This design comes from an exercise in tuning for a short achievable clock period and few clock cycles on the open sky130 flow, not from production work. The RTL was checked by simulation tests, not by an equivalence proof against the original design. No activity file was given, so power comes from the tool's default toggle rates.

[config.mk]
export PLATFORM = sky130hd
export DESIGN_NAME = mips_pipeline_top
export DESIGN_NICKNAME = mips_pipeline_top
export VERILOG_FILES = /design/flow/design.v
export SDC_FILE = /design/flow/constraint.sdc
export NUM_CORES = 4
export LEC_CHECK = 0
export CAP_MARGIN = 20
export CORE_MARGIN = 2
export CORE_UTILIZATION = 40
export SETUP_SLACK_MARGIN = 3.5
export SLEW_MARGIN = 20
export SYNTH_HIERARCHICAL = 1
[constraint.sdc]
create_clock -name core_clock -period 7.0 [get_ports {clk}]
set_input_delay 1.4000 -clock core_clock [delete_from_list [all_inputs] [get_ports {clk}]]
set_output_delay 1.4000 -clock core_clock [all_outputs]
set_load 0.01 [all_outputs]
[design.v]
module mips_pipeline_top (
    input  logic        clk,
    input  logic        rst,
    input  logic [31:0] Memory_out,
    input  logic [31:0] Inst_out,
    output logic [31:0] Pc_out,
    output logic [31:0] Ex_Mem_out3,
    output logic [31:0] Ex_Mem_out4,
    output logic        Memread,
    output logic        Memwrite
);
    logic [31:0] pc, ras;
    logic        d_valid, d_pred;
    logic [31:0] d_inst, d_pc1, d_btarget, d_jrpred, d_rsv, d_rtv;
    logic        d_ex_rs, d_ex_rt, d_mem_rs, d_mem_rt;
    logic        e_regwrite, e_load, e_store, e_beq, e_bne, e_jr, e_pred;
    logic        e_sub, e_and, e_or, e_slt, e_add;
    logic [4:0]  e_dest;
    logic [31:0] e_a, e_bx, e_st, e_redir, e_jrpred;
    logic        e_st_ld;      
    logic        m_regwrite, m_load, m_store;
    logic [4:0]  m_dest;
    logic [31:0] m_result, m_st;
    logic [31:0] regs [32];
    logic [31:0] pc1, f_btarget, f_jtarget;
    logic [5:0]  f_op, f_fn;
    logic        f_is_j, f_is_jal, f_is_br, f_pred, f_is_jr, f_rs_eq_rt;
    assign f_op       = Inst_out[31:26];
    assign f_fn       = Inst_out[5:0];
    assign f_rs_eq_rt = Inst_out[25:21] == Inst_out[20:16];
    assign f_is_j     = (f_op == 6'h02) || (f_op == 6'h03);
    assign f_is_jal   = (f_op == 6'h03);
    assign f_is_br    = (f_op == 6'h04) || (f_op == 6'h05);
    assign f_pred     = (f_op == 6'h05) ? !f_rs_eq_rt : (f_rs_eq_rt || Inst_out[15]);
    assign f_is_jr    = (f_op == 6'h00) && (f_fn == 6'h08);
    mips_ifadd u_ift (.pc(pc), .imm(Inst_out[15:0]), .pc1(pc1), .btarget(f_btarget));
    assign f_jtarget  = {pc1[31:26], Inst_out[25:0]};
    logic [4:0]  f_rs, f_rt;
    logic [31:0] f_rsv, f_rtv;
    assign f_rs  = Inst_out[25:21];
    assign f_rt  = Inst_out[20:16];
    logic [5:0]  op, fn;
    logic [4:0]  rs, rt, rd;
    assign op = d_inst[31:26];
    assign rs = d_inst[25:21];
    assign rt = d_inst[20:16];
    assign rd = d_inst[15:11];
    assign fn = d_inst[5:0];
    logic        i_regwrite, i_load, i_store, i_beq, i_bne, i_jr, i_imm, i_zext;
    logic        i_sub, i_and, i_or, i_slt, i_link, uses_rs, uses_rt;
    logic [4:0]  i_dest;
    always_comb begin
        i_regwrite = 1'b0; i_load = 1'b0; i_store = 1'b0; i_beq = 1'b0; i_bne = 1'b0;
        i_jr = 1'b0; i_imm = 1'b0; i_zext = 1'b0;
        i_sub = 1'b0; i_and = 1'b0; i_or = 1'b0; i_slt = 1'b0; i_link = 1'b0;
        uses_rs = 1'b0; uses_rt = 1'b0; i_dest = rt;
        case (op)
            6'h00: begin
                i_dest = rd;
                case (fn)
                    6'h20: begin i_regwrite = 1'b1; uses_rs = 1'b1; uses_rt = 1'b1; end
                    6'h22: begin i_regwrite = 1'b1; uses_rs = 1'b1; uses_rt = 1'b1; i_sub = 1'b1; end
                    6'h24: begin i_regwrite = 1'b1; uses_rs = 1'b1; uses_rt = 1'b1; i_and = 1'b1; end
                    6'h25: begin i_regwrite = 1'b1; uses_rs = 1'b1; uses_rt = 1'b1; i_or = 1'b1; end
                    6'h2A: begin i_regwrite = 1'b1; uses_rs = 1'b1; uses_rt = 1'b1; i_slt = 1'b1; i_sub = 1'b1; end
                    6'h08: begin i_jr = 1'b1; uses_rs = 1'b1; end
                    default: ;
                endcase
            end
            6'h08: begin i_regwrite = 1'b1; i_imm = 1'b1; uses_rs = 1'b1; end
            6'h0C: begin i_regwrite = 1'b1; i_imm = 1'b1; i_zext = 1'b1; i_and = 1'b1; uses_rs = 1'b1; end
            6'h0A: begin i_regwrite = 1'b1; i_imm = 1'b1; i_slt = 1'b1; i_sub = 1'b1; uses_rs = 1'b1; end
            6'h23: begin i_regwrite = 1'b1; i_imm = 1'b1; i_load = 1'b1; uses_rs = 1'b1; end
            6'h2B: begin i_store = 1'b1; i_imm = 1'b1; uses_rs = 1'b1; uses_rt = 1'b1; end
            6'h04: begin i_beq = 1'b1; uses_rs = 1'b1; uses_rt = 1'b1; end
            6'h05: begin i_bne = 1'b1; uses_rs = 1'b1; uses_rt = 1'b1; end
            6'h03: begin i_regwrite = 1'b1; i_link = 1'b1; i_dest = 5'd31; end
            default: ;
        endcase
        if (!d_valid) begin
            i_regwrite = 1'b0; i_load = 1'b0; i_store = 1'b0; i_beq = 1'b0; i_bne = 1'b0;
            i_jr = 1'b0; uses_rs = 1'b0; uses_rt = 1'b0;
        end
        if (i_dest == 5'd0) i_regwrite = 1'b0;
    end
    logic [31:0] wdata, rs_val, rt_val, imm_val;
    logic        m_we;
    assign m_we    = m_regwrite;
    assign wdata   = m_load ? Memory_out : m_result;
    assign rs_val  = d_mem_rs ? wdata : d_rsv;
    assign rt_val  = d_mem_rt ? wdata : d_rtv;
    assign imm_val = {(i_zext ? 16'h0000 : {16{d_inst[15]}}), d_inst[15:0]};
    assign f_rsv   = (m_we && m_dest == f_rs) ? wdata : regs[f_rs];
    assign f_rtv   = (m_we && m_dest == f_rt) ? wdata : regs[f_rt];
    logic [31:0] a, bx, alu;      
    logic hit_rs, hit_rt, stall;
    assign hit_rs = d_ex_rs;
    assign hit_rt = d_ex_rt;
    assign stall  = e_load && ((uses_rs && hit_rs) || (uses_rt && hit_rt && !i_store));
    logic [31:0] fwd_a, fwd_st, fwd_b;
    assign fwd_a  = hit_rs ? alu : rs_val;
    assign fwd_st = hit_rt ? alu : rt_val;
    assign fwd_b  = i_imm ? imm_val : fwd_st;
    logic [31:0] rs_vb, rt_vb, kv, sp, need;
    logic        rs_mld, rt_mld, id_res, id_eq, eq_direct, eq_sum, id_taken, id_mis;
    logic [31:0] id_target;
    assign rs_vb  = d_mem_rs ? m_result : d_rsv;
    assign rt_vb  = d_mem_rt ? m_result : d_rtv;
    assign rs_mld = m_load && d_mem_rs;
    assign rt_mld = m_load && d_mem_rt;
    assign id_res = (hit_rs || hit_rt) ? (e_add && !e_load && !(hit_rs && hit_rt))
                                       : !(rs_mld || rt_mld);
    assign eq_direct = (rs_vb == rt_vb);
    assign kv   = hit_rs ? rt_vb : rs_vb;
    assign sp   = a ^ bx;
    assign need = {(sp[30:0] & ~kv[30:0]) | (~sp[30:0] & a[30:0]), e_sub};
    assign eq_sum   = ((sp ^ kv) == need);
    assign id_eq    = (hit_rs || hit_rt) ? eq_sum : eq_direct;
    assign id_taken = i_beq ? id_eq : !id_eq;
    assign id_mis   = (i_beq || i_bne) && id_res && (id_taken != d_pred);
    assign id_target = d_pred ? d_pc1 : d_btarget;
    logic [31:0] st;
    logic        eq, taken, mispredict;
    logic [31:0] redirect;
    assign a   = e_a;
    assign bx  = e_bx;
    mips_alu u_alu (.a(a), .bx(bx), .sub(e_sub), .op_and(e_and), .op_or(e_or), .op_slt(e_slt), .y(alu));
    assign st = e_st_ld ? Memory_out : e_st;
    assign eq         = (a == bx);
    assign taken      = (e_beq && eq) || (e_bne && !eq);
    assign mispredict = ((e_beq || e_bne) && (taken != e_pred)) || (e_jr && (a != e_jrpred));
    assign redirect   = e_jr ? a : e_redir;
    always_ff @(posedge clk) begin
        if (rst) begin
            pc <= '0;
            d_valid <= 1'b0;
        end else if (mispredict) begin
            pc <= redirect;
            d_valid <= 1'b0;
        end else if (id_mis) begin
            pc <= id_target;
            d_valid <= 1'b0;
        end else if (!stall) begin
            if (f_is_j)                pc <= f_jtarget;
            else if (f_is_br && f_pred) pc <= f_btarget;
            else if (f_is_jr)          pc <= ras;
            else                       pc <= pc1;
            d_valid <= 1'b1;
        end
    end
    always_ff @(posedge clk) begin
        if (!stall) begin
            d_inst    <= Inst_out;
            d_pc1     <= pc1;
            d_pred    <= f_is_br && f_pred;
            d_btarget <= f_btarget;
            d_jrpred  <= ras;
        end
        d_rsv <= stall ? rs_val : f_rsv;
        d_rtv <= stall ? rt_val : f_rtv;
        d_ex_rs  <= !stall && i_regwrite && (i_dest == f_rs);
        d_ex_rt  <= !stall && i_regwrite && (i_dest == f_rt);
        d_mem_rs <= e_regwrite && (e_dest == (stall ? rs : f_rs));
        d_mem_rt <= e_regwrite && (e_dest == (stall ? rt : f_rt));
        if (rst) ras <= '0;
        else if (!stall && f_is_jal) ras <= pc1;      
    end
    always_ff @(posedge clk) begin
        if (rst || mispredict || stall) begin
            e_regwrite <= 1'b0; e_load <= 1'b0; e_store <= 1'b0;
            e_beq <= 1'b0; e_bne <= 1'b0; e_jr <= 1'b0;
        end else begin
            e_regwrite <= i_regwrite; e_load <= i_load; e_store <= i_store;
            e_beq <= i_beq && !id_res; e_bne <= i_bne && !id_res; e_jr <= i_jr;
        end
        e_dest   <= i_dest;
        e_pred   <= d_pred;
        e_sub    <= i_sub; e_and <= i_and; e_or <= i_or; e_slt <= i_slt;
        e_add    <= !(i_and || i_or || i_slt);
        e_a      <= i_link ? d_pc1 : fwd_a;
        e_bx     <= i_link ? 32'd0 : (i_sub ? ~fwd_b : fwd_b);
        e_st     <= fwd_st;
        e_st_ld  <= hit_rt && e_load;
        e_redir  <= d_pred ? d_pc1 : d_btarget;
        e_jrpred <= d_jrpred;
    end
    always_ff @(posedge clk) begin
        if (rst) begin
            m_regwrite <= 1'b0; m_load <= 1'b0; m_store <= 1'b0;
        end else begin
            m_regwrite <= e_regwrite; m_load <= e_load; m_store <= e_store;
        end
        m_dest   <= e_dest;
        m_result <= alu;
        m_st     <= st;
    end
    always_ff @(posedge clk) begin
        if (rst) begin
            for (int i = 0; i < 32; i++) regs[i] <= '0;
        end else if (m_we) begin
            regs[m_dest] <= wdata;
        end
    end
    assign Pc_out      = pc;
    assign Ex_Mem_out3 = m_result;
    assign Ex_Mem_out4 = m_st;
    assign Memwrite    = m_store;
    logic [31:0] g_pc;
    logic        g_d_valid;                  
    logic [31:0] g_d_inst, g_d_pc1;
    logic        g_e_regwrite, g_e_load, g_e_store, g_e_beq, g_e_bne, g_e_jr;
    logic        g_e_sub, g_e_and, g_e_or, g_e_slt;
    logic [4:0]  g_e_dest;
    logic [31:0] g_e_a, g_e_bx, g_e_st, g_e_btarget;
    logic        g_m_regwrite, g_m_load, g_m_store;
    logic [4:0]  g_m_dest;
    logic [31:0] g_m_result, g_m_st;
    logic        g_w_regwrite;
    logic [4:0]  g_w_dest;
    logic [31:0] g_w_data;                   
    logic [31:0] g_regs [32];
    logic [31:0] g_inst;
    logic [5:0]  g_op, g_fn;
    logic [4:0]  g_rs, g_rt, g_rd;
    assign g_inst = g_d_valid ? g_d_inst : 32'd0;
    assign g_op = g_inst[31:26];
    assign g_rs = g_inst[25:21];
    assign g_rt = g_inst[20:16];
    assign g_rd = g_inst[15:11];
    assign g_fn = g_inst[5:0];
    logic       g_i_regwrite, g_i_load, g_i_store, g_i_beq, g_i_bne, g_i_jr, g_i_imm, g_i_zext;
    logic       g_i_sub, g_i_and, g_i_or, g_i_slt, g_i_link, g_uses_rs, g_uses_rt, g_i_jump;
    logic [4:0] g_i_dest;
    always_comb begin
        g_i_regwrite = 1'b0; g_i_load = 1'b0; g_i_store = 1'b0; g_i_beq = 1'b0; g_i_bne = 1'b0;
        g_i_jr = 1'b0; g_i_imm = 1'b0; g_i_zext = 1'b0; g_i_jump = 1'b0;
        g_i_sub = 1'b0; g_i_and = 1'b0; g_i_or = 1'b0; g_i_slt = 1'b0; g_i_link = 1'b0;
        g_uses_rs = 1'b0; g_uses_rt = 1'b0; g_i_dest = 5'd0;
        case (g_op)
            6'h00: begin
                g_i_dest = g_rd; g_uses_rs = 1'b1; g_uses_rt = 1'b1;
                case (g_fn)
                    6'h20: g_i_regwrite = 1'b1;
                    6'h22: begin g_i_regwrite = 1'b1; g_i_sub = 1'b1; end
                    6'h24: begin g_i_regwrite = 1'b1; g_i_and = 1'b1; end
                    6'h25: begin g_i_regwrite = 1'b1; g_i_or = 1'b1; end
                    6'h2A: begin g_i_regwrite = 1'b1; g_i_slt = 1'b1; g_i_sub = 1'b1; end
                    6'h08: begin g_i_jr = 1'b1; g_uses_rt = 1'b0; end
                    default: begin g_uses_rs = 1'b0; g_uses_rt = 1'b0; end
                endcase
            end
            6'h08: begin g_i_regwrite = 1'b1; g_i_imm = 1'b1; g_i_dest = g_rt; g_uses_rs = 1'b1; end
            6'h0C: begin g_i_regwrite = 1'b1; g_i_imm = 1'b1; g_i_dest = g_rt; g_i_and = 1'b1; g_i_zext = 1'b1; g_uses_rs = 1'b1; end
            6'h0A: begin g_i_regwrite = 1'b1; g_i_imm = 1'b1; g_i_dest = g_rt; g_i_slt = 1'b1; g_i_sub = 1'b1; g_uses_rs = 1'b1; end
            6'h23: begin g_i_regwrite = 1'b1; g_i_imm = 1'b1; g_i_dest = g_rt; g_i_load = 1'b1; g_uses_rs = 1'b1; end
            6'h2B: begin g_i_store = 1'b1; g_i_imm = 1'b1; g_uses_rs = 1'b1; g_uses_rt = 1'b1; end
            6'h04: begin g_i_beq = 1'b1; g_uses_rs = 1'b1; g_uses_rt = 1'b1; end
            6'h05: begin g_i_bne = 1'b1; g_uses_rs = 1'b1; g_uses_rt = 1'b1; end
            6'h02: g_i_jump = 1'b1;
            6'h03: begin g_i_jump = 1'b1; g_i_regwrite = 1'b1; g_i_link = 1'b1; g_i_dest = 5'd31; end
            default: ;
        endcase
    end
    logic [31:0] g_wdata, g_rs_val, g_rt_val, g_imm_val, g_b_val;
    logic        g_w_we;
    assign g_w_we    = g_w_regwrite && (g_w_dest != 5'd0);
    assign g_wdata   = g_w_data;
    assign g_rs_val  = (g_w_we && g_w_dest == g_rs) ? g_wdata : g_regs[g_rs];
    assign g_rt_val  = (g_w_we && g_w_dest == g_rt) ? g_wdata : g_regs[g_rt];
    assign g_imm_val = {(g_i_zext ? 16'h0000 : {16{g_inst[15]}}), g_inst[15:0]};
    assign g_b_val   = g_i_imm ? g_imm_val : g_rt_val;
    logic g_e_hit_rs, g_e_hit_rt, g_m_hit_rs, g_m_hit_rt, g_load_use;
    assign g_e_hit_rs = g_e_regwrite && (g_e_dest != 5'd0) && (g_e_dest == g_rs);
    assign g_e_hit_rt = g_e_regwrite && (g_e_dest != 5'd0) && (g_e_dest == g_rt);
    assign g_m_hit_rs = g_m_regwrite && (g_m_dest != 5'd0) && (g_m_dest == g_rs) && !g_e_hit_rs;
    assign g_m_hit_rt = g_m_regwrite && (g_m_dest != 5'd0) && (g_m_dest == g_rt) && !g_e_hit_rt;
    assign g_load_use = g_e_load && (g_e_dest != 5'd0) &&
                      ((g_uses_rs && g_e_dest == g_rs) || (g_uses_rt && g_e_dest == g_rt));
    logic [31:0] g_a, g_bx, g_alu, g_wnext;
    logic        g_eq, g_taken;
    assign g_a   = g_e_a;
    assign g_bx  = g_e_bx;            
    mips_alu g_u_alu (.a(g_a), .bx(g_bx), .sub(g_e_sub), .op_and(g_e_and), .op_or(g_e_or), .op_slt(g_e_slt), .y(g_alu));
    assign g_wnext = g_m_load ? Memory_out : g_m_result;
    logic [31:0] g_fa, g_fbv, g_fst;
    assign g_fa  = g_e_hit_rs ? g_alu : g_m_hit_rs ? g_wnext : g_rs_val;
    assign g_fst = g_e_hit_rt ? g_alu : g_m_hit_rt ? g_wnext : g_rt_val;
    assign g_fbv = g_i_imm ? g_imm_val : g_fst;
    assign g_eq    = (g_a == g_bx);
    assign g_taken = (g_e_beq && g_eq) || (g_e_bne && !g_eq) || g_e_jr;
    logic g_bubble;
    assign g_bubble = rst || g_taken || g_load_use;
    always_ff @(posedge clk) begin
        if (rst) begin
            g_pc <= '0; g_d_valid <= 1'b0;
        end else if (g_taken) begin
            g_pc <= g_e_jr ? g_a : g_e_btarget; g_d_valid <= 1'b0;
        end else if (g_load_use) begin
            g_pc <= g_pc;
        end else if (g_i_jump) begin
            g_pc <= {g_d_pc1[31:26], g_inst[25:0]}; g_d_valid <= 1'b0;
        end else begin
            g_pc <= g_pc + 32'd1; g_d_valid <= 1'b1;
        end
    end
    always_ff @(posedge clk) begin
        if (!g_load_use) begin
            g_d_inst <= Inst_out; g_d_pc1 <= g_pc + 32'd1;
        end
    end
    always_ff @(posedge clk) begin
        if (g_bubble) begin
            g_e_regwrite <= 1'b0; g_e_load <= 1'b0; g_e_store <= 1'b0;
            g_e_beq <= 1'b0; g_e_bne <= 1'b0; g_e_jr <= 1'b0;
            g_e_sub <= 1'b0; g_e_and <= 1'b0; g_e_or <= 1'b0; g_e_slt <= 1'b0;
            g_e_dest <= 5'd0;
        end else begin
            g_e_regwrite <= g_i_regwrite; g_e_load <= g_i_load; g_e_store <= g_i_store;
            g_e_beq <= g_i_beq; g_e_bne <= g_i_bne; g_e_jr <= g_i_jr;
            g_e_sub <= g_i_sub; g_e_and <= g_i_and; g_e_or <= g_i_or; g_e_slt <= g_i_slt;
            g_e_dest <= g_i_dest;
        end
        g_e_a       <= g_i_link ? g_d_pc1 : g_fa;
        g_e_bx      <= g_i_link ? 32'd0 : (g_i_sub ? ~g_fbv : g_fbv);
        g_e_st      <= g_fst;
        g_e_btarget <= g_d_pc1 + g_imm_val;
    end
    always_ff @(posedge clk) begin
        if (rst) begin
            g_m_regwrite <= 1'b0; g_m_load <= 1'b0; g_m_store <= 1'b0; g_m_dest <= 5'd0;
            g_w_regwrite <= 1'b0; g_w_dest <= 5'd0;
        end else begin
            g_m_regwrite <= g_e_regwrite; g_m_load <= g_e_load; g_m_store <= g_e_store; g_m_dest <= g_e_dest;
            g_w_regwrite <= g_m_regwrite; g_w_dest <= g_m_dest;
        end
        g_m_result   <= g_alu;
        g_m_st       <= g_e_st;
        g_w_data     <= g_wnext;
    end
    always_ff @(posedge clk) begin
        if (rst) begin
            for (int i = 0; i < 32; i++) g_regs[i] <= '0;
        end else if (g_w_we) begin
            g_regs[g_w_dest] <= g_wdata;
        end
    end
    assign Memread = g_m_load;
endmodule
module mips_ifadd (
    input  logic [31:0] pc,
    input  logic [15:0] imm,
    output logic [31:0] pc1,
    output logic [31:0] btarget
);
    assign pc1     = pc + 32'd1;
    assign btarget = pc + {{16{imm[15]}}, imm} + 32'd1;
endmodule
module mips_alu (
    input  logic [31:0] a,
    input  logic [31:0] bx,
    input  logic        sub,
    input  logic        op_and,
    input  logic        op_or,
    input  logic        op_slt,
    output logic [31:0] y
);
    logic [31:0] sum;
    logic        slt_res;
    assign sum     = a + bx + {31'd0, sub};
    assign slt_res = (a[31] ^ ~bx[31]) ? a[31] : sum[31];
    always_comb begin
        if (op_and)      y = a & bx;
        else if (op_or)  y = a | bx;
        else if (op_slt) y = {31'd0, slt_res};
        else             y = sum;
    end
endmodule
[flow/run.sh]
#!/bin/bash
# The standard layout (standard.sh: ORFS synthesis through finish), with one
# change: ADDER_MAP_FILE is left empty, so synthesis does not extract half/full
# adders into the library's ha/fa cells and ABC maps all adder logic itself.
# Registers, floorplan, power grid, placement, CTS and routing are the standard
# flow's. The whole make output goes to flow_make.log in this folder; ORFS keeps
# each step's log under orfs/logs/.
set -euo pipefail
bash standard.sh ADDER_MAP_FILE= finish > flow_make.log 2>&1
[standard.sh]
#!/bin/bash
# synth_recipe.tcl (not shown) runs the flow's synth.tcl, then flattens the netlist and writes it again
# the make line also repeats each setting of config.mk as NAME=value (left out here)
make -C /OpenROAD-flow-scripts/flow DESIGN_CONFIG=/design/flow/config.mk WORK_HOME=/design/flow/orfs CLKGATE_MAP_FILE= SYNTH_SCRIPT=/design/flow/synth_recipe.tcl "${@:-finish}"
==> flow_metrics.tcl, run 1 <==
set metrics [dict create \
    drc 0 \
    synth_async_sr_flop_share_pct 0 \
    cts_tree "yes" \
    die_area_sq_um 390000 \
    ctsHoldBuffers 0 \
    die_h_um 625 \
    seq_power_share_pct 43.8 \
    worstSetupStartpointType "flop" \
    fin_hold_ws_ns 0.322 \
    cts.htree.levels 5 \
    finalNonFillerCells 18200 \
    clkSinkCount 2844 \
    clk_pin_slew_ns 0.06 \
    drive_gt1_share_pct 26.0 \
    drtPass1Iterations 6 \
    insertion_delay_ns 0.96 \
    wl_um 586000 \
    vias 115000 \
    grt_antenna_before_repair 38 \
    synth_seq_cells 2844 \
    yosysTopAreaCellShare_pct 43.6 \
    ir_drop_mv 0.244 \
    io_buffers 163 \
    cpMostUsedCell "maj3_2" \
    nets 13000 \
    max-cap-violations 0 \
    gp_congestion 0.927 \
    grt_use_total_pct 28.7 \
    initial_utilization_pct 40.2 \
    skew_ns 0.0656 \
    synth_cell_types 113 \
    synth_edf_count 2241 \
    yosys-top-cells-area "edfxtp_1 (44%), mux4_2 (14%), dfxtp_1 (7.8%), and2_1 (4.2%), mux2i_1 (4.2%)" \
    power.switching_mw 14.9 \
    hpwl_um 348000 \
    syn-cell-area_sq_um 154000 \
    drt_iter0_markers 16600 \
    setup_tns_ns 0 \
    yosysWarnings 8 \
    final_hold_viol_count 0 \
    p_leak_nw 64.8 \
    p_clk_share_pct 34.8 \
    syn_avg_cell_area_sq_um 12.0 \
    yosysTopAreaCell "edfxtp_1" \
    worst_path_largest_cell_delay_ns 0.39 \
    synth-seq-area-share_pct 51.5 \
    status "timing/DRC/antenna clean" \
    synth_commonest_cells "edfxtp_1 (2,241), nor2_1 (1,563), clkbuf_1 (1,051)" \
    vias_per_cell 6.35 \
    core-area_sq_um 383000 \
    cp.arrival_ns 4.70 \
    end_kind "flop" \
    fmax_ghz 0.257 \
    grt_overflow 0 \
    rsz0062_at_grt "yes" \
    relSlewSlack_pct 23.4 \
    worstPathRequired_ns 7.80 \
    intPower_mw 32.4 \
    report.final.slew_viol_count 0 \
    period_share_pct 55.6 \
    power_density_nw_per_um2 261 \
    crit_type "reg2reg" \
    grt_pass1_wl_um 814000 \
    cp_max_fo 3 \
    cp_slowest_cell "maj3_2" \
    cts_buffers 308 \
    setup_violations 0 \
    hp-class "reg2reg" \
    final_cell_area_sq_um 181000 \
    finalCoreUtilization_pct 47.1 \
    root_buffer "clkbuf_16" \
    worst_pin_slew_ns 1.15 \
    reg_top3 "g_regs (1024), regs (1024)" \
    place_area_sq_um 161000 \
    path_cells "maj3_2, o221ai_4, a21oi_4, nor4_4, buf_4, a211oi_4, o211ai_2, o211ai_2, a41o_1, maj3_2, maj3_2, a41oi_4, nand2_1, o21ai_2, mux2i_1, xnor2_1, nor2_1" \
    dp.cells 17200 \
    area_growth_pct 17.1 \
    grt_max_degree 113 \
    placementRows 227 \
    p_comb_share_pct 21.3 \
    swShare_pct 31.5 \
    grt_pass1_vias 109000 \
    die_w_um 625 \
    num_io_pins 164 \
    ant_nets 0 \
    synth.most_common_cell "edfxtp_1" \
    synth_ff_type "edfxtp_1" \
    synthCells 12900 \
    wl_per_cell_um 32.2 \
    cts_max_path_buffers 4 \
    fin_crit_ns 3.89 \
]
critical path, delay by kind of cell, from the launching register on:
kind            cells  cell delay (ns)
compound gates      8             1.40
fa+ha+maj           3             1.09
simple gates        3             0.41
flops               1             0.35
buf+inv             1             0.19
xor+xnor            1             0.18
mux                 1             0.12
power by group through the flow:
stage / registers [mW] / logic (mW) / clock network [mW]
after floorplan: 20.1 / 5.52 / 0
after global placement: 21.0 / 8.36 / 0
after detailed placement: 21.0 / 8.38 / 0
after CTS: 20.6 / 9.23 / 16.5
after global routing: 20.8 / 10.4 / 17.1
final: 20.7 / 10.1 / 16.4
path summary, 6_finish.rpt:
| check | from | to | slack (ns) | depth (start not counted) |
|---|---|---|---|---|
| worst min register to register | d_jrpred[5]$_DFFE_PN_ | e_jrpred[5]$_DFF_P_ | 0.32 | 0 |
| worst min-delay path | d_jrpred[5]$_DFFE_PN_ | e_jrpred[5]$_DFF_P_ | 0.32 | 0 |
| worst max-delay path | e_sub$_DFF_P_ | e_bx[0]$_SDFF_PP0_ | 3.11 | 17 |
| worst max register to register | e_sub$_DFF_P_ | e_bx[0]$_SDFF_PP0_ | 3.11 | 17 |
cells by family after synthesis:
kind of cell | Yosys count | share of synthesized area (%)
and+or+nand+nor | 4386 | 13.6
DFF | 2844 | 51.5
AOI/OAI and AO/OA | 1879 | 7.97
muxes | 1804 | 19.9
buffers and inverters | 1344 | 3.42
xor gates and xnor gates | 548 | 3.11
adders and majority gates | 79 | 0.533
other | 1 | 0.00243
Yosys stat by module, one instance, submodules excluded:
module	cells inside	times used
mips_ifadd	345	1
mips_pipeline_top	11400	1
mips_alu	574	2
through the flow:
stage                     worst slack [ns]  total power, mW
after detailed placement              1.92             29.4
after global placement                1.44             29.3
after floorplan                       3.32             25.7
final                                 3.11             47.2
after CTS                             3.13             46.4
after global routing                  2.98             48.4
repair_timing:
item                       4_1_cts  5_1_grt
setup endpoints to repair     1092      569
pin swaps                      208      181
buffers inserted               253      130
resized for setup              789      474
gates cloned                    36       22
cell usage in the layout (no fill, tap or decap), types with 54 or more instances in the layout:
cell / n
edfxtp_1: 2241
nor2_1: 1518
and2_1: 1019
mux4_2: 984
nand2_1: 879
mux2i_1: 592
buf_4: 563
dfxtp_1: 420
a21oi_1: 392
xnor2_1: 346
clkbuf_16: 341
o21ai_0: 328
xor2_1: 177
mux2_2: 168
nand3_1: 156
o22ai_1: 138
nor3_1: 130
a221oi_1: 120
clkdlybuf4s50_1: 118
dfxtp_2: 109
a31oi_1: 90
clkbuf_1: 82
a21oi_2: 77
a211oi_1: 76
dfxtp_4: 74
buf_6: 73
nor2b_1: 68
o211ai_1: 66
buf_12: 59
nand4_1: 58
o21ai_1: 57
o21ai_2: 54
clkinv_1: 54
area by class of cell:
| cell class | instances | area (sq um) |
|---|---|---|
| fillers | 33500 | 203000 |
| repair inverters | 1 | 7.51 |
| flip-flops and latches | 2844 | 79800 |
| repair buffers | 934 | 9880 |
| diodes | 11 | 27.5 |
| clock buffers | 426 | 8680 |
| clock inverters | 136 | 1200 |
| well taps | 5038 | 6300 |
| multi-input cells | 8742 | 74500 |
| inverters | 62 | 263 |
layer usage:
layer / vias to the layer above / routed length, um / track usage (%)
met4: 20 / 31700 / 12.8
li1: 48100 / - / -
met2: 7633 / 256000 / 43.1
met3: 1386 / 75500 / 8.36
met5: - / 150 / 0
met1: 58400 / 222000 / 38.6
Testbench counts, summed over its fixed seeds: cycles 51,517.
==> run 2, diff against run 1 <==
--- a/design.v
+++ b/design.v
@@ -33,7 +33,10 @@
     assign f_is_br    = (f_op == 6'h04) || (f_op == 6'h05);
     assign f_pred     = (f_op == 6'h05) ? !f_rs_eq_rt : (f_rs_eq_rt || Inst_out[15]);
     assign f_is_jr    = (f_op == 6'h00) && (f_fn == 6'h08);
-    mips_ifadd u_ift (.pc(pc), .imm(Inst_out[15:0]), .pc1(pc1), .btarget(f_btarget));
+    logic [15:0] pc1_hi_p1, pc1_hi_m1;
+    mips_pcinc u_pcinc (.pc(pc), .pc1(pc1), .hi_p1(pc1_hi_p1), .hi_m1(pc1_hi_m1));
+    mips_brtgt u_brtgt (.pc1(pc1), .hi_p1(pc1_hi_p1), .hi_m1(pc1_hi_m1), .imm(Inst_out[15:0]),
+                        .target(f_btarget));
     assign f_jtarget  = {pc1[31:26], Inst_out[25:0]};
     logic [4:0]  f_rs, f_rt;
     logic [31:0] f_rsv, f_rtv;
@@ -97,10 +100,9 @@
     assign hit_rs = d_ex_rs;
     assign hit_rt = d_ex_rt;
     assign stall  = e_load && ((uses_rs && hit_rs) || (uses_rt && hit_rt && !i_store));
-    logic [31:0] fwd_a, fwd_st, fwd_b;
-    assign fwd_a  = hit_rs ? alu : rs_val;
-    assign fwd_st = hit_rt ? alu : rt_val;
-    assign fwd_b  = i_imm ? imm_val : fwd_st;
+    logic [31:0] oth_a, oth_b, nxt_a, nxt_bx, nxt_st;
+    assign oth_a = i_link ? d_pc1 : rs_val;
+    assign oth_b = i_link ? 32'd0 : i_imm ? imm_val : rt_val;
     logic [31:0] rs_vb, rt_vb, kv, sp, need;
     logic        rs_mld, rt_mld, id_res, id_eq, eq_direct, eq_sum, id_taken, id_mis;
     logic [31:0] id_target;
@@ -112,7 +114,7 @@
                                        : !(rs_mld || rt_mld);
     assign eq_direct = (rs_vb == rt_vb);
     assign kv   = hit_rs ? rt_vb : rs_vb;
-    assign sp   = a ^ bx;
+    assign sp   = a ^ (e_sub ? ~bx : bx);    
     assign need = {(sp[30:0] & ~kv[30:0]) | (~sp[30:0] & a[30:0]), e_sub};
     assign eq_sum   = ((sp ^ kv) == need);
     assign id_eq    = (hit_rs || hit_rt) ? eq_sum : eq_direct;
@@ -124,7 +126,10 @@
     logic [31:0] redirect;
     assign a   = e_a;
     assign bx  = e_bx;
-    mips_alu u_alu (.a(a), .bx(bx), .sub(e_sub), .op_and(e_and), .op_or(e_or), .op_slt(e_slt), .y(alu));
+    mips_ex u_ex (.a(a), .b(bx), .sub(e_sub), .op_and(e_and), .op_or(e_or), .op_slt(e_slt),
+                  .fa_alu(hit_rs && !i_link), .fb_alu(hit_rt && !i_imm && !i_link), .fs_alu(hit_rt),
+                  .oth_a(oth_a), .oth_b(oth_b), .oth_s(rt_val),
+                  .alu(alu), .na(nxt_a), .nb(nxt_bx), .nst(nxt_st));
     assign st = e_st_ld ? Memory_out : e_st;
     assign eq         = (a == bx);
     assign taken      = (e_beq && eq) || (e_bne && !eq);
@@ -177,9 +182,9 @@
         e_pred   <= d_pred;
         e_sub    <= i_sub; e_and <= i_and; e_or <= i_or; e_slt <= i_slt;
         e_add    <= !(i_and || i_or || i_slt);
-        e_a      <= i_link ? d_pc1 : fwd_a;
-        e_bx     <= i_link ? 32'd0 : (i_sub ? ~fwd_b : fwd_b);
-        e_st     <= fwd_st;
+        e_a      <= nxt_a;
+        e_bx     <= nxt_bx;
+        e_st     <= nxt_st;
         e_st_ld  <= hit_rt && e_load;
         e_redir  <= d_pred ? d_pc1 : d_btarget;
         e_jrpred <= d_jrpred;
@@ -209,7 +214,7 @@
     logic        g_d_valid;                  
     logic [31:0] g_d_inst, g_d_pc1;
     logic        g_e_regwrite, g_e_load, g_e_store, g_e_beq, g_e_bne, g_e_jr;
-    logic        g_e_sub, g_e_and, g_e_or, g_e_slt;
+    logic        g_e_sub, g_e_and, g_e_or, g_e_slt, g_e_add;
     logic [4:0]  g_e_dest;
     logic [31:0] g_e_a, g_e_bx, g_e_st, g_e_btarget;
     logic        g_m_regwrite, g_m_load, g_m_store;
@@ -279,13 +284,16 @@
     logic [31:0] g_a, g_bx, g_alu, g_wnext;
     logic        g_eq, g_taken;
     assign g_a   = g_e_a;
-    assign g_bx  = g_e_bx;            
-    mips_alu g_u_alu (.a(g_a), .bx(g_bx), .sub(g_e_sub), .op_and(g_e_and), .op_or(g_e_or), .op_slt(g_e_slt), .y(g_alu));
+    assign g_bx  = g_e_bx;
     assign g_wnext = g_m_load ? Memory_out : g_m_result;
-    logic [31:0] g_fa, g_fbv, g_fst;
-    assign g_fa  = g_e_hit_rs ? g_alu : g_m_hit_rs ? g_wnext : g_rs_val;
-    assign g_fst = g_e_hit_rt ? g_alu : g_m_hit_rt ? g_wnext : g_rt_val;
-    assign g_fbv = g_i_imm ? g_imm_val : g_fst;
+    logic [31:0] g_oth_a, g_oth_b, g_oth_s, g_nxt_a, g_nxt_bx, g_nxt_st;
+    assign g_oth_a = g_i_link ? g_d_pc1 : g_m_hit_rs ? g_wnext : g_rs_val;
+    assign g_oth_s = g_m_hit_rt ? g_wnext : g_rt_val;
+    assign g_oth_b = g_i_link ? 32'd0 : g_i_imm ? g_imm_val : g_oth_s;
+    mips_ex g_u_ex (.a(g_a), .b(g_bx), .sub(g_e_sub), .op_and(g_e_and), .op_or(g_e_or), .op_slt(g_e_slt),
+                  .fa_alu(g_e_hit_rs && !g_i_link), .fb_alu(g_e_hit_rt && !g_i_imm && !g_i_link), .fs_alu(g_e_hit_rt),
+                  .oth_a(g_oth_a), .oth_b(g_oth_b), .oth_s(g_oth_s),
+                  .alu(g_alu), .na(g_nxt_a), .nb(g_nxt_bx), .nst(g_nxt_st));
     assign g_eq    = (g_a == g_bx);
     assign g_taken = (g_e_beq && g_eq) || (g_e_bne && !g_eq) || g_e_jr;
     logic g_bubble;
@@ -318,11 +326,12 @@
             g_e_regwrite <= g_i_regwrite; g_e_load <= g_i_load; g_e_store <= g_i_store;
             g_e_beq <= g_i_beq; g_e_bne <= g_i_bne; g_e_jr <= g_i_jr;
             g_e_sub <= g_i_sub; g_e_and <= g_i_and; g_e_or <= g_i_or; g_e_slt <= g_i_slt;
+            g_e_add <= !(g_i_and || g_i_or || g_i_slt);
             g_e_dest <= g_i_dest;
         end
-        g_e_a       <= g_i_link ? g_d_pc1 : g_fa;
-        g_e_bx      <= g_i_link ? 32'd0 : (g_i_sub ? ~g_fbv : g_fbv);
-        g_e_st      <= g_fst;
+        g_e_a       <= g_nxt_a;
+        g_e_bx      <= g_nxt_bx;
+        g_e_st      <= g_nxt_st;
         g_e_btarget <= g_d_pc1 + g_imm_val;
     end
     always_ff @(posedge clk) begin
@@ -346,32 +355,64 @@
     end
     assign Memread = g_m_load;
 endmodule
-module mips_ifadd (
+module mips_pcinc (
     input  logic [31:0] pc,
-    input  logic [15:0] imm,
     output logic [31:0] pc1,
-    output logic [31:0] btarget
+    output logic [15:0] hi_p1,
+    output logic [15:0] hi_m1
+);
+    assign pc1   = pc + 32'd1;
+    assign hi_p1 = pc1[31:16] + 16'd1;
+    assign hi_m1 = pc1[31:16] - 16'd1;
+endmodule
+module mips_brtgt (
+    input  logic [31:0] pc1,
+    input  logic [15:0] hi_p1,
+    input  logic [15:0] hi_m1,
+    input  logic [15:0] imm,
+    output logic [31:0] target
 );
-    assign pc1     = pc + 32'd1;
-    assign btarget = pc + {{16{imm[15]}}, imm} + 32'd1;
+    logic [16:0] lo;
+    assign lo = {1'b0, pc1[15:0]} + {1'b0, imm};
+    always_comb begin
+        case ({lo[16], imm[15]})
+            2'b10:   target = {hi_p1, lo[15:0]};
+            2'b01:   target = {hi_m1, lo[15:0]};
+            default: target = {pc1[31:16], lo[15:0]};
+        endcase
+    end
 endmodule
-module mips_alu (
+module mips_ex (
     input  logic [31:0] a,
-    input  logic [31:0] bx,
+    input  logic [31:0] b,
     input  logic        sub,
     input  logic        op_and,
     input  logic        op_or,
     input  logic        op_slt,
-    output logic [31:0] y
+    input  logic        fa_alu,
+    input  logic        fb_alu,
+    input  logic        fs_alu,
+    input  logic [31:0] oth_a,
+    input  logic [31:0] oth_b,
+    input  logic [31:0] oth_s,
+    output logic [31:0] alu,
+    output logic [31:0] na,
+    output logic [31:0] nb,
+    output logic [31:0] nst
 );
-    logic [31:0] sum;
+    logic [31:0] sum, diff;
     logic        slt_res;
-    assign sum     = a + bx + {31'd0, sub};
-    assign slt_res = (a[31] ^ ~bx[31]) ? a[31] : sum[31];
+    assign sum     = a + b;
+    assign diff    = a - b;
+    assign slt_res = (a[31] ^ b[31]) ? a[31] : diff[31];
     always_comb begin
-        if (op_and)      y = a & bx;
-        else if (op_or)  y = a | bx;
-        else if (op_slt) y = {31'd0, slt_res};
-        else             y = sum;
-    end
+        if (op_and)      alu = a & b;
+        else if (op_or)  alu = a | b;
+        else if (op_slt) alu = {31'd0, slt_res};
+        else if (sub)    alu = diff;
+        else             alu = sum;
+    end
+    assign na  = fa_alu ? alu : oth_a;
+    assign nb  = fb_alu ? alu : oth_b;
+    assign nst = fs_alu ? alu : oth_s;
 endmodule
--- a/config.mk
+++ b/config.mk
@@ -8,6 +8,6 @@
 export CAP_MARGIN = 20
 export CORE_MARGIN = 2
 export CORE_UTILIZATION = 40
-export SETUP_SLACK_MARGIN = 3.5
+export SETUP_SLACK_MARGIN = 4.0
 export SLEW_MARGIN = 20
 export SYNTH_HIERARCHICAL = 1
==> flow_metrics.tcl, run 2 <==
set metrics [dict create \
    status "timing/DRC/antenna clean" \
    reg_top3 "g_regs (1024), regs (1024)" \
    hpwl_um 412000 \
    placementRows 232 \
    min-delay-start "d_jrpred[3]$_DFFE_PN_" \
    initial_utilization_pct 40.1 \
    relSlewSlack_pct 14.0 \
    syn-cell-area_sq_um 160000 \
    vias 132000 \
    p_comb_share_pct 26.1 \
    cts_tree "yes" \
    rsz0062_at_grt "yes" \
    nets 14400 \
    fillerInstances 34300 \
    worstReg2RegEnd "pc[11]$_SDFFE_PP0P_" \
    seq_power_share_pct 40.6 \
    syn_avg_cell_area_sq_um 11.7 \
    fmax_ghz 0.264 \
    cts.htree.levels 5 \
    die_w_um 636 \
    die_h_um 636 \
    root_buffer "clkbuf_16" \
    clkSinkCount 2844 \
    ctsHoldBuffers 0 \
    period_share_pct 54.2 \
    end_kind "flop" \
    grt_max_degree 75 \
    wl_um 726000 \
    mostFrequentLayoutCell "edfxtp_1" \
    min_to "e_jrpred[3]$_DFF_P_" \
    dp.cells 18200 \
    grt_overflow 0 \
    cp_max_fo 18 \
    ir_drop_mv 0.212 \
    setup_tns_ns 0 \
    power_density_nw_per_um2 254 \
    io_buffers 163 \
    max-cap-violations 0 \
    drc 0 \
    power.switching_mw 17.0 \
    grt_use_total_pct 33.7 \
    yosysWarnings 9 \
    fin_crit_ns 3.79 \
    p_leak_nw 73.7 \
    skew_ns 0.0540 \
    wl_per_cell_um 36.5 \
    finalNonFillerCells 19900 \
    area_growth_pct 24.8 \
    insertion_delay_ns 0.98 \
    place_area_sq_um 168000 \
    cp.arrival_ns 4.66 \
    vias_per_cell 6.62 \
    p_clk_share_pct 33.3 \
    hp-class "reg2reg" \
    worstSetupStartpointType "flop" \
    die_area_sq_um 405000 \
    gp_congestion 0.987 \
    grt_antenna_before_repair 59 \
    clk_pin_slew_ns 0.07 \
    whs_path_depth 0 \
    core-area_sq_um 399000 \
    swShare_pct 33.6 \
    drtPass1Iterations 8 \
    drive_gt1_share_pct 31.9 \
    synthCells 13700 \
    grt_pass1_wl_um 966000 \
    cts_max_path_buffers 4 \
    ant_nets 0 \
    setup_violations 0 \
    drt_iter0_markers 21300 \
    reg2reg_slack_ns 3.21 \
    report.final.slew_viol_count 0 \
    cts_buffers 310 \
    num_io_pins 164 \
    final_cell_area_sq_um 200000 \
    worst_pin_slew_ns 1.29 \
    r2r_start "d_mem_rt$_DFF_P_" \
    rr_worst_depth 14 \
    intPower_mw 33.7 \
    crit_type "reg2reg" \
    layout_common_cells "edfxtp_1 (2,241), nor2_1 (1,604), and2_1 (1,037), mux4_2 (1,024), buf_4 (836)" \
    worstPathRequired_ns 7.86 \
    grt_pass1_vias 123000 \
    final_hold_viol_count 0 \
]
run 2: cell types whose count changed in the layout (fill, tap and decap cells not counted), moves of 86 or more:
cell / delta
xnor2_1: -98
buf_6: +175
buf_12: +95
nand2_1: -169
inv_1: +131
buf_4: +273
nor2_1: +86
run 2: per-stage QoR:
stage	hold WS, ns	worst slack [ns]	total power [mW]	util [%]
5_1_grt	0.327	3.15	51.6	50.1
2_1_floorplan	0.323	3.58	26.5	-
6_report	0.323	3.21	50.7	50.1
3_5_place_dp	0.327	1.67	31.0	42.2
3_3_place_gp	0.324	1.65	31.0	42.2
4_1_cts	0.317	3.33	49.2	48.2
run 2: worst max-delay path by stage:
stage	start	to	slack, ns	depth (start not counted)
2_1_floorplan	Inst_out[16]	d_rtv[31]$_DFF_P_	3.58	8
3_3_place_gp	Inst_out[2]	pc[25]$_SDFFE_PP0P_	1.65	13
3_5_place_dp	Inst_out[2]	pc[25]$_SDFFE_PP0P_	1.67	13
4_1_cts	d_mem_rs$_DFF_P_	pc[11]$_SDFFE_PP0P_	3.33	15
5_1_grt	d_mem_rs$_DFF_P_	pc[9]$_SDFFE_PP0P_	3.15	15
6_report	d_mem_rt$_DFF_P_	pc[11]$_SDFFE_PP0P_	3.21	14
run 2: power by group through the flow:
stage          sequential (mW)  combinational [mW]  clock [mW]
3_5_place_dp              21.0                10.1           0
5_1_grt                   20.6                13.5        17.5
4_1_cts                   20.5                11.9        16.8
6_report                  20.6                13.3        16.9
3_3_place_gp              20.9                10.0           0
2_1_floorplan             20.2                6.33           0
run 2: layer usage:
layer	track usage (%)	wire length [um]	share of wire, %
met1	41.9	251000	35
met2	50.5	312000	43
met3	8.78	94800	13
met4	25.2	67400	9.3
met5	0.307	355	0.049
run 2: timing repair:
item | in CTS | in global routing
gates cloned | 108 | 50
gates resized for setup | 1944 | 777
pin swaps | 423 | 436
setup endpoints to repair | 3159 | 1160
setup buffers | 596 | 315
run 2: cell type report:
class / instances / area, sq um / area share [%]
Antenna cell: 45 / 113 / 0.0564
Timing Repair inverter: 3 / 31.3 / 0.0157
Clock inverter: 175 / 1700 / 0.851
Inverter: 206 / 843 / 0.422
Tap cell: 5265 / 6590 / 3.30
Clock buffer: 390 / 8390 / 4.20
Timing Repair Buffer: 1575 / 18700 / 9.38
Multi-Input combinational cell: 9383 / 83400 / 41.7
Sequential cell: 2844 / 80000 / 40.0
run 2: critical path, cell delays in order, from the launching register on:
cell	delay, ns
dfxtp_4	0.44
buf_4	0.22
buf_4	0.14
buf_8	0.19
mux2i_1	0.13
a221oi_1	0.51
o2111ai_1	0.22
nor4_1	0.25
a41oi_1	0.17
or3_4	0.41
a211o_4	0.37
buf_12	0.13
and2_4	0.22
buf_12	0.16
o211ai_2	0.14
Testbench counts of run 2, summed over its fixed seeds: cycles 51,517.
==> run 3, diff against run 2 <==
--- a/design.v
+++ b/design.v
@@ -33,9 +33,9 @@
     assign f_is_br    = (f_op == 6'h04) || (f_op == 6'h05);
     assign f_pred     = (f_op == 6'h05) ? !f_rs_eq_rt : (f_rs_eq_rt || Inst_out[15]);
     assign f_is_jr    = (f_op == 6'h00) && (f_fn == 6'h08);
-    logic [15:0] pc1_hi_p1, pc1_hi_m1;
-    mips_pcinc u_pcinc (.pc(pc), .pc1(pc1), .hi_p1(pc1_hi_p1), .hi_m1(pc1_hi_m1));
-    mips_brtgt u_brtgt (.pc1(pc1), .hi_p1(pc1_hi_p1), .hi_m1(pc1_hi_m1), .imm(Inst_out[15:0]),
+    logic [15:0] pc_hi_p1, pc_hi_m1;
+    mips_pcinc u_pcinc (.pc(pc), .pc1(pc1), .hi_p1(pc_hi_p1), .hi_m1(pc_hi_m1));
+    mips_brtgt u_brtgt (.pc(pc), .hi_p1(pc_hi_p1), .hi_m1(pc_hi_m1), .imm(Inst_out[15:0]),
                         .target(f_btarget));
     assign f_jtarget  = {pc1[31:26], Inst_out[25:0]};
     logic [4:0]  f_rs, f_rt;
@@ -90,8 +90,8 @@
     logic        m_we;
     assign m_we    = m_regwrite;
     assign wdata   = m_load ? Memory_out : m_result;
-    assign rs_val  = d_mem_rs ? wdata : d_rsv;
-    assign rt_val  = d_mem_rt ? wdata : d_rtv;
+    assign rs_val  = (d_mem_rs && m_load) ? Memory_out : d_rsv;
+    assign rt_val  = (d_mem_rt && m_load) ? Memory_out : d_rtv;
     assign imm_val = {(i_zext ? 16'h0000 : {16{d_inst[15]}}), d_inst[15:0]};
     assign f_rsv   = (m_we && m_dest == f_rs) ? wdata : regs[f_rs];
     assign f_rtv   = (m_we && m_dest == f_rt) ? wdata : regs[f_rt];
@@ -106,8 +106,8 @@
     logic [31:0] rs_vb, rt_vb, kv, sp, need;
     logic        rs_mld, rt_mld, id_res, id_eq, eq_direct, eq_sum, id_taken, id_mis;
     logic [31:0] id_target;
-    assign rs_vb  = d_mem_rs ? m_result : d_rsv;
-    assign rt_vb  = d_mem_rt ? m_result : d_rtv;
+    assign rs_vb  = d_rsv;
+    assign rt_vb  = d_rtv;
     assign rs_mld = m_load && d_mem_rs;
     assign rt_mld = m_load && d_mem_rt;
     assign id_res = (hit_rs || hit_rt) ? (e_add && !e_load && !(hit_rs && hit_rt))
@@ -161,8 +161,8 @@
             d_btarget <= f_btarget;
             d_jrpred  <= ras;
         end
-        d_rsv <= stall ? rs_val : f_rsv;
-        d_rtv <= stall ? rt_val : f_rtv;
+        d_rsv <= stall ? rs_val : (e_regwrite && !e_load && e_dest == f_rs) ? alu : f_rsv;
+        d_rtv <= stall ? rt_val : (e_regwrite && !e_load && e_dest == f_rt) ? alu : f_rtv;
         d_ex_rs  <= !stall && i_regwrite && (i_dest == f_rs);
         d_ex_rt  <= !stall && i_regwrite && (i_dest == f_rt);
         d_mem_rs <= e_regwrite && (e_dest == (stall ? rs : f_rs));
@@ -362,23 +362,23 @@
     output logic [15:0] hi_m1
 );
     assign pc1   = pc + 32'd1;
-    assign hi_p1 = pc1[31:16] + 16'd1;
-    assign hi_m1 = pc1[31:16] - 16'd1;
+    assign hi_p1 = pc[31:16] + 16'd1;
+    assign hi_m1 = pc[31:16] - 16'd1;
 endmodule
 module mips_brtgt (
-    input  logic [31:0] pc1,
+    input  logic [31:0] pc,
     input  logic [15:0] hi_p1,
     input  logic [15:0] hi_m1,
     input  logic [15:0] imm,
     output logic [31:0] target
 );
     logic [16:0] lo;
-    assign lo = {1'b0, pc1[15:0]} + {1'b0, imm};
+    assign lo = {1'b0, pc[15:0]} + {1'b0, imm} + 17'd1;
     always_comb begin
         case ({lo[16], imm[15]})
             2'b10:   target = {hi_p1, lo[15:0]};
             2'b01:   target = {hi_m1, lo[15:0]};
-            default: target = {pc1[31:16], lo[15:0]};
+            default: target = {pc[31:16], lo[15:0]};
         endcase
     end
 endmodule
==> flow/run.sh (replaced) <==
#!/bin/bash
# The standard layout (standard.sh: ORFS synthesis through finish), with two
# changes:
#  - ADDER_MAP_FILE is left empty, so synthesis does not extract half/full
#    adders into the library's ha/fa cells and ABC maps all adder logic itself;
#  - the port buffers that global placement adds are sky130_fd_sc_hd__buf_4
#    (BUFFER_PORTS_ARGS) instead of the delay-buffer cell buffer_ports picks by
#    itself, which the footprint-matched repair before routing cannot resize.
# Every port still gets its buffer; registers, floorplan, power grid,
# placement, CTS and routing are the standard flow's. The whole make output goes
# to flow_make.log in this folder; ORFS keeps each step's log under orfs/logs/.
set -euo pipefail
bash standard.sh ADDER_MAP_FILE= "BUFFER_PORTS_ARGS=-buffer_cell sky130_fd_sc_hd__buf_4" finish > flow_make.log 2>&1
==> flow_metrics.tcl, run 3 <==
set metrics [dict create \
    cp_max_fo 5 \
    core-area_sq_um 396000 \
    hpwl_um 394000 \
    syn_avg_cell_area_sq_um 11.8 \
    ctsHoldBuffers 0 \
    num_io_pins 164 \
    hp-class "reg2reg" \
    fin_crit_ns 3.78 \
    synthCells 13500 \
    pre_cts_slack_ns 2.09 \
    gp_congestion 0.983 \
    mostFrequentLayoutCell "edfxtp_1" \
    final_hold_viol_count 0 \
    rr_worst_depth 14 \
    setup_violations 0 \
    power_density_nw_per_um2 257 \
    die_h_um 635 \
    setup_tns_ns 0 \
    end_kind "flop" \
    yosysWarnings 9 \
    ir_drop_mv 0.232 \
    cts_tree "yes" \
    area_growth_pct 23.6 \
    worstPathRequired_ns 7.83 \
    fin_ws_ns 3.22 \
    grt_pass1_vias 120000 \
    drt_iter0_markers 21100 \
    die_area_sq_um 403000 \
    grt_pass1_wl_um 946000 \
    initial_utilization_pct 40.2 \
    max-cap-violations 0 \
    die_w_um 635 \
    ant_nets 0 \
    cts.htree.levels 5 \
    worst_pin_slew_ns 1.22 \
    status "timing/DRC/antenna clean" \
    syn-cell-area_sq_um 159000 \
    cp.arrival_ns 4.61 \
    critical-path-top-delay-family "simple AND/OR/NAND/NOR gates" \
    grt_use_total_pct 32.8 \
    root_buffer "clkbuf_16" \
    rsz0062_at_grt "yes" \
    layout_common_cells "edfxtp_1 (2,241), nor2_1 (1,595), and2_1 (1,040), mux4_2 (995), buf_4 (903)" \
    worst_path_largest_cell_delay_ns 0.60 \
    drive_gt1_share_pct 31.6 \
    relSlewSlack_pct 16.6 \
    period_share_pct 54.0 \
    cts_buffers 318 \
    nets 14100 \
    cpMostUsedCell "a21oi_1" \
    crit_type "reg2reg" \
    path_cells "xnor2_4, buf_4, nand2b_1, or4b_4, o21ai_1, a211oi_1, o21ai_2, a21oi_1, nor4b_4, buf_6, nand2_8, mux2_4, nor2_2, a21oi_1" \
    clk_pin_slew_ns 0.07 \
    vias_per_cell 6.61 \
    worstSetupStartpointType "flop" \
    fillerInstances 33900 \
    wl_per_cell_um 35.5 \
    insertion_delay_ns 0.99 \
    clkSinkCount 2844 \
    drc 0 \
    reg_top3 "g_regs (1024), regs (1024)" \
    critPathBufInv 2 \
    fmax_ghz 0.265 \
    skew_ns 0.0487 \
    placementRows 231 \
    io_buffers 163 \
    report.final.slew_viol_count 0 \
    cp_slowest_cell "or4b_4" \
    grt_overflow 0 \
    whs_path_depth 0 \
    vias 130000 \
    cts_max_path_buffers 4 \
    grt_max_degree 71 \
    p_leak_nw 73.6 \
    cp.depth 14 \
    wl_um 695000 \
    drtPass1Iterations 9 \
    grt_antenna_before_repair 45 \
]
-- run 3: cell types whose count changed in the layout (fill, tap and decap cells not counted), sizes merged, moves of 50 or more --
cell / before / now
o221ai: 27 / 85
a21oi: 577 / 663
a211oi: 39 / 171
nand3: 270 / 179
nand2: 851 / 743
nand2b: 62 / 123
xnor2: 310 / 244
o211ai: 178 / 72
o21ai: 574 / 437
nor2b: 79 / 129
-- run 3: worst paths after layout --
| path | end | from | slack (ns) |
|---|---|---|---|
| min | e_jrpred[3]$_DFF_P_ | d_jrpred[3]$_DFFE_PN_ | 0.33 |
| max | d_rtv[29]$_DFF_P_ | e_bx[12]$_DFF_P_ | 3.22 |
| min reg2reg | e_jrpred[3]$_DFF_P_ | d_jrpred[3]$_DFFE_PN_ | 0.33 |
| max reg2reg | d_rtv[29]$_DFF_P_ | e_bx[12]$_DFF_P_ | 3.22 |
-- run 3: area by class of cell --
class	instances	area, sq um	share of cell area [%]
diodes	30	75.1	0.0381
repair buffers	1439	16800	8.53
multi-input cells	9267	82300	41.8
inverters	184	797	0.405
clock inverters	164	1610	0.817
well taps	5242	6560	3.33
flip-flops and latches	2844	79900	40.6
repair inverters	2	27.5	0.0140
clock buffers	414	8760	4.45
-- run 3: routing by layer --
metal,track usage [%],vias up,routed length (um)
met3,10.5,2219,100000
met4,20.1,26,52800
met1,43.3,65200,251000
met5,0,-,180
met2,46.9,10400,291000
li1,-,51700,-
-- run 3: through the flow --
stage	power (mW)	hold WS (ns)	instance area, sq um	std cells	utilization (%)
5_1_grt	51.4	0.339	197000	19600	49.6
6_report	50.5	0.329	197000	19600	49.7
4_1_cts	49.1	0.331	192000	19300	48.4
3_3_place_gp	30.2	0.324	167000	18000	42.0
3_5_place_dp	30.3	0.327	167000	18000	42.1
2_1_floorplan	26.1	0.323	161000	13500	-
-- run 3: power by group --
group	switching [mW]	internal [mW]	total [mW]	leakage (nW)
logic	7.78	4.90	12.7	40.2
registers	1.46	19.2	20.7	28.4
clock network	7.40	9.78	17.2	5.04
-- run 3: repair_timing --
item / CTS / global route
buffers inserted: 589 / 220
gates resized for setup: 1664 / 535
cloned: 130 / 27
setup endpoints to repair: 1841 / 1238
pin swaps: 418 / 368
Testbench counts of run 3, summed over its fixed seeds: cycles 51,517.
==> run 4, diff against run 3 <==
--- a/design.v
+++ b/design.v
@@ -213,6 +213,7 @@
     logic [31:0] g_pc;
     logic        g_d_valid;                  
     logic [31:0] g_d_inst, g_d_pc1;
+    logic        g_d_ex_rs, g_d_ex_rt, g_d_mem_rs, g_d_mem_rt;
     logic        g_e_regwrite, g_e_load, g_e_store, g_e_beq, g_e_bne, g_e_jr;
     logic        g_e_sub, g_e_and, g_e_or, g_e_slt, g_e_add;
     logic [4:0]  g_e_dest;
@@ -275,10 +276,10 @@
     assign g_imm_val = {(g_i_zext ? 16'h0000 : {16{g_inst[15]}}), g_inst[15:0]};
     assign g_b_val   = g_i_imm ? g_imm_val : g_rt_val;
     logic g_e_hit_rs, g_e_hit_rt, g_m_hit_rs, g_m_hit_rt, g_load_use;
-    assign g_e_hit_rs = g_e_regwrite && (g_e_dest != 5'd0) && (g_e_dest == g_rs);
-    assign g_e_hit_rt = g_e_regwrite && (g_e_dest != 5'd0) && (g_e_dest == g_rt);
-    assign g_m_hit_rs = g_m_regwrite && (g_m_dest != 5'd0) && (g_m_dest == g_rs) && !g_e_hit_rs;
-    assign g_m_hit_rt = g_m_regwrite && (g_m_dest != 5'd0) && (g_m_dest == g_rt) && !g_e_hit_rt;
+    assign g_e_hit_rs = g_d_ex_rs;
+    assign g_e_hit_rt = g_d_ex_rt;
+    assign g_m_hit_rs = g_d_mem_rs && !g_d_ex_rs;
+    assign g_m_hit_rt = g_d_mem_rt && !g_d_ex_rt;
     assign g_load_use = g_e_load && (g_e_dest != 5'd0) &&
                       ((g_uses_rs && g_e_dest == g_rs) || (g_uses_rt && g_e_dest == g_rt));
     logic [31:0] g_a, g_bx, g_alu, g_wnext;
@@ -315,6 +316,10 @@
         if (!g_load_use) begin
             g_d_inst <= Inst_out; g_d_pc1 <= g_pc + 32'd1;
         end
+        g_d_ex_rs  <= !g_load_use && g_i_regwrite && (g_i_dest != 5'd0) && (g_i_dest == Inst_out[25:21]);
+        g_d_ex_rt  <= !g_load_use && g_i_regwrite && (g_i_dest != 5'd0) && (g_i_dest == Inst_out[20:16]);
+        g_d_mem_rs <= g_e_regwrite && (g_e_dest != 5'd0) && (g_e_dest == (g_load_use ? g_rs : Inst_out[25:21]));
+        g_d_mem_rt <= g_e_regwrite && (g_e_dest != 5'd0) && (g_e_dest == (g_load_use ? g_rt : Inst_out[20:16]));
     end
     always_ff @(posedge clk) begin
         if (g_bubble) begin
@@ -373,7 +378,7 @@
     output logic [31:0] target
 );
     logic [16:0] lo;
-    assign lo = {1'b0, pc[15:0]} + {1'b0, imm} + 17'd1;
+    mips_ks16 u_lo (.a(pc[15:0]), .b(imm), .cin(1'b1), .s(lo[15:0]), .cout(lo[16]));
     always_comb begin
         case ({lo[16], imm[15]})
             2'b10:   target = {hi_p1, lo[15:0]};
@@ -402,8 +407,8 @@
 );
     logic [31:0] sum, diff;
     logic        slt_res;
-    assign sum     = a + b;
-    assign diff    = a - b;
+    mips_ks32 u_sum  (.a(a), .b(b), .sub(1'b0), .cin(1'b0), .s(sum));
+    mips_ks32 u_diff (.a(a), .b(b), .sub(1'b1), .cin(1'b1), .s(diff));
     assign slt_res = (a[31] ^ b[31]) ? a[31] : diff[31];
     always_comb begin
         if (op_and)      alu = a & b;
@@ -416,3 +421,83 @@
     assign nb  = fb_alu ? alu : oth_b;
     assign nst = fs_alu ? alu : oth_s;
 endmodule
+module mips_pg (
+    input  logic a,
+    input  logic b,
+    input  logic sub,
+    output logic g,
+    output logic p
+);
+    assign g = a & (b ^ sub);
+    assign p = a ^ b ^ sub;
+endmodule
+module mips_pgc (
+    input  logic gh,
+    input  logic ph,
+    input  logic gl,
+    input  logic pl,
+    output logic g,
+    output logic p
+);
+    assign g = gh | (ph & gl);
+    assign p = ph & pl;
+endmodule
+module mips_ks32 (
+    input  logic [31:0] a,
+    input  logic [31:0] b,
+    input  logic        sub,
+    input  logic        cin,
+    output logic [31:0] s
+);
+    logic [31:0] g0, p0;
+    logic [31:0] g [6];
+    logic [31:0] p [6];
+    for (genvar i = 0; i < 32; i++) begin : g_pg
+        mips_pg u_pg (.a(a[i]), .b(b[i]), .sub(sub), .g(g0[i]), .p(p0[i]));
+    end
+    mips_pgc u_c0 (.gh(g0[0]), .ph(p0[0]), .gl(cin), .pl(1'b0), .g(g[0][0]), .p(p[0][0]));
+    assign g[0][31:1] = g0[31:1];
+    assign p[0][31:1] = p0[31:1];
+    for (genvar l = 0; l < 5; l++) begin : g_lv
+        for (genvar i = 0; i < 32; i++) begin : g_bit
+            if (i >= (1 << l)) begin : g_op
+                mips_pgc u_c (.gh(g[l][i]), .ph(p[l][i]), .gl(g[l][i - (1 << l)]), .pl(p[l][i - (1 << l)]),
+                              .g(g[l+1][i]), .p(p[l+1][i]));
+            end else begin : g_pass
+                assign g[l+1][i] = g[l][i];
+                assign p[l+1][i] = p[l][i];
+            end
+        end
+    end
+    assign s = p0 ^ {g[5][30:0], cin};
+endmodule
+module mips_ks16 (
+    input  logic [15:0] a,
+    input  logic [15:0] b,
+    input  logic        cin,
+    output logic [15:0] s,
+    output logic        cout
+);
+    logic [15:0] g0, p0;
+    logic [15:0] g [5];
+    logic [15:0] p [5];
+    for (genvar i = 0; i < 16; i++) begin : g_pg
+        mips_pg u_pg (.a(a[i]), .b(b[i]), .sub(1'b0), .g(g0[i]), .p(p0[i]));
+    end
+    mips_pgc u_c0 (.gh(g0[0]), .ph(p0[0]), .gl(cin), .pl(1'b0), .g(g[0][0]), .p(p[0][0]));
+    assign g[0][15:1] = g0[15:1];
+    assign p[0][15:1] = p0[15:1];
+    for (genvar l = 0; l < 4; l++) begin : g_lv
+        for (genvar i = 0; i < 16; i++) begin : g_bit
+            if (i >= (1 << l)) begin : g_op
+                mips_pgc u_c (.gh(g[l][i]), .ph(p[l][i]), .gl(g[l][i - (1 << l)]), .pl(p[l][i - (1 << l)]),
+                              .g(g[l+1][i]), .p(p[l+1][i]));
+            end else begin : g_pass
+                assign g[l+1][i] = g[l][i];
+                assign p[l+1][i] = p[l][i];
+            end
+        end
+    end
+    assign s    = p0 ^ {g[4][14:0], cin};
+    assign cout = g[4][15];
+endmodule
==> flow_metrics.tcl, run 4 <==
set metrics [dict create \
    status "timing/DRC/antenna clean" \
    power_density_nw_per_um2 263 \
    drive_gt1_share_pct 33.6 \
    hpwl_um 386000 \
    cts_max_path_buffers 4 \
    report.final.slew_viol_count 0 \
    cp.arrival_ns 4.49 \
    grt_use_total_pct 32.3 \
    clk_pin_slew_ns 0.06 \
    mostFrequentLayoutCell "edfxtp_1" \
    drtPass1Iterations 8 \
    place_area_sq_um 171000 \
    final_cell_area_sq_um 203000 \
    vias 125000 \
    yosysWarnings 19 \
    syn_avg_cell_area_sq_um 12.3 \
    worstPathRequired_ns 7.87 \
    gp_congestion 0.974 \
    area_growth_pct 25.7 \
    setup_tns_ns 0 \
    layout_common_cells "edfxtp_1 (2,241), and2_1 (1,410), nor2_1 (1,293), mux4_2 (1,088), buf_4 (726)" \
    fmax_ghz 0.277 \
    cts_tree "yes" \
    power.switching_mw 18.2 \
    grt_pass1_vias 118000 \
    wl_per_cell_um 35.4 \
    rsz0062_at_grt "yes" \
    die_w_um 640 \
    cts_buffers 314 \
    p_clk_share_pct 32.0 \
    drc 0 \
    io_buffers 163 \
    max-cap-violations 0 \
    end_kind "flop" \
    period_share_pct 51.6 \
    seq_power_share_pct 39.8 \
    clkSinkCount 2848 \
    finalPower_mw 53.4 \
    syn-cell-area_sq_um 162000 \
    insertion_delay_ns 0.99 \
    root_buffer "clkbuf_16" \
    initial_utilization_pct 40.2 \
    crit_type "reg2reg" \
    fin_crit_ns 3.61 \
    final_hold_viol_count 0 \
    core-area_sq_um 402000 \
    worstSetupStartpointType "flop" \
    ant_nets 0 \
    relSlewSlack_pct 20.3 \
    skew_ns 0.0707 \
    cts.htree.levels 5 \
    dp.cells 17900 \
    grt_overflow 0 \
    swShare_pct 34.0 \
    p_comb_share_pct 28.2 \
    grt_max_degree 96 \
    grt_antenna_before_repair 52 \
    num_io_pins 164 \
    p_leak_nw 78.7 \
    die_area_sq_um 409000 \
    reg_top3 "g_regs (1024), regs (1024)" \
    intPower_mw 35.3 \
    nets 13900 \
    vias_per_cell 6.44 \
    cp_max_fo 8 \
    drt_iter0_markers 18400 \
    synthCells 13100 \
    finalNonFillerCells 19400 \
    ir_drop_mv 0.202 \
    wl_um 687000 \
    worst_pin_slew_ns 1.17 \
    grt_pass1_wl_um 932000 \
    fin_ws_ns 3.39 \
    die_h_um 640 \
    setup_violations 0 \
    pre_cts_slack_ns 2.01 \
    placementRows 233 \
    hp-class "reg2reg" \
]
## run 4: cell types whose count changed in the layout (fill, tap and decap cells not counted), sizes merged, moves of 98 or more
cell	previous run	this run
nor2	1665	1369
a31oi	194	73
a21o	112	574
a21oi	663	365
conb	32	186
xor2	247	586
mux2i	726	594
a211oi	171	307
o21ai	437	207
and2	1083	1598
mux2	160	271
inv	187	89
## run 4: area by class of cell
cell class	count	area, sq um
Antenna cell	31	77.6
Timing Repair Buffer	1371	18100
Sequential cell	2848	79900
Multi-Input combinational cell	9226	87800
Clock buffer	431	8640
Tap cell	5287	6620
Fill cell	33800	199000
Clock inverter	137	1640
Timing Repair inverter	1	8.76
Inverter	75	342
## run 4: power by group through the flow
stage	clock, mW	sequential (mW)	combinational (mW)
after floorplan	0	20.3	7.77
after global placement	0	21.4	11.6
after detailed placement	0	21.4	11.7
after CTS	17.1	21.1	13.7
after global routing	17.8	21.4	15.5
final	17.1	21.3	15.1
## run 4: path summary, 6_finish.rpt
kind	startpoint	to	slack, ns	cells past startpoint
min reg2reg	d_jrpred[5]$_DFFE_PN_	e_jrpred[5]$_DFF_P_	0.33	0
min	d_jrpred[5]$_DFFE_PN_	e_jrpred[5]$_DFF_P_	0.33	0
max reg2reg	g_d_inst[16]$_DFFE_PP_	g_e_bx[13]$_DFF_P_	3.39	15
max	g_d_inst[16]$_DFFE_PP_	g_e_bx[13]$_DFF_P_	3.39	15
## run 4: through the flow
stage / util [%] / hold WS [ns]
2_1_floorplan: - / 0.323
3_3_place_gp: 42.4 / 0.325
3_5_place_dp: 42.5 / 0.327
4_1_cts: 48.8 / 0.340
5_1_grt: 50.5 / 0.343
6_report: 50.5 / 0.335
## run 4: worst max-delay path, cell delays in order (launching register included)
cell and delay, ns:
edfxtp_1 0.45, buf_6 0.16, buf_6 0.11, and2_4 0.17, buf_12 0.16, buf_16 0.17, buf_4 0.14, mux4_2 0.32
nand2_1 0.07, a311oi_1 0.39, a31oi_1 0.12, a211oi_2 0.51, a21o_1 0.16, nor2_2 0.06, a211oi_2 0.31, mux2_4 0.21
## run 4: layer usage
metal | share of wire, % | vias up | global-route usage, %
met5 | 0.028 | - | 0.319
met1 | 35 | 63200 | 40.9
li1 | - | 50000 | -
met2 | 44 | 9642 | 48.2
met4 | 7.6 | 28 | 20.0
met3 | 14 | 2137 | 9.99
## run 4: repair_timing
action / 4_1_cts / 5_1_grt
hold buffers: 0 / 0
pin swaps: 414 / 384
cloned: 150 / 33
buffers inserted: 481 / 253
endpoints found under the setup margin: 2701 / 1220
gates resized for setup: 1558 / 739
Testbench counts of run 4, summed over its fixed seeds: cycles 51,517.

Re-timed with assumed drivers on the ports (clkbuf_16 on the clock, buf_2 on other inputs), run 4 has 3.387 ns of setup slack against 3.387 ns with ideal ports, and 2.376 ns once port delays also move by the mid clock arrival of 1.069 ns.
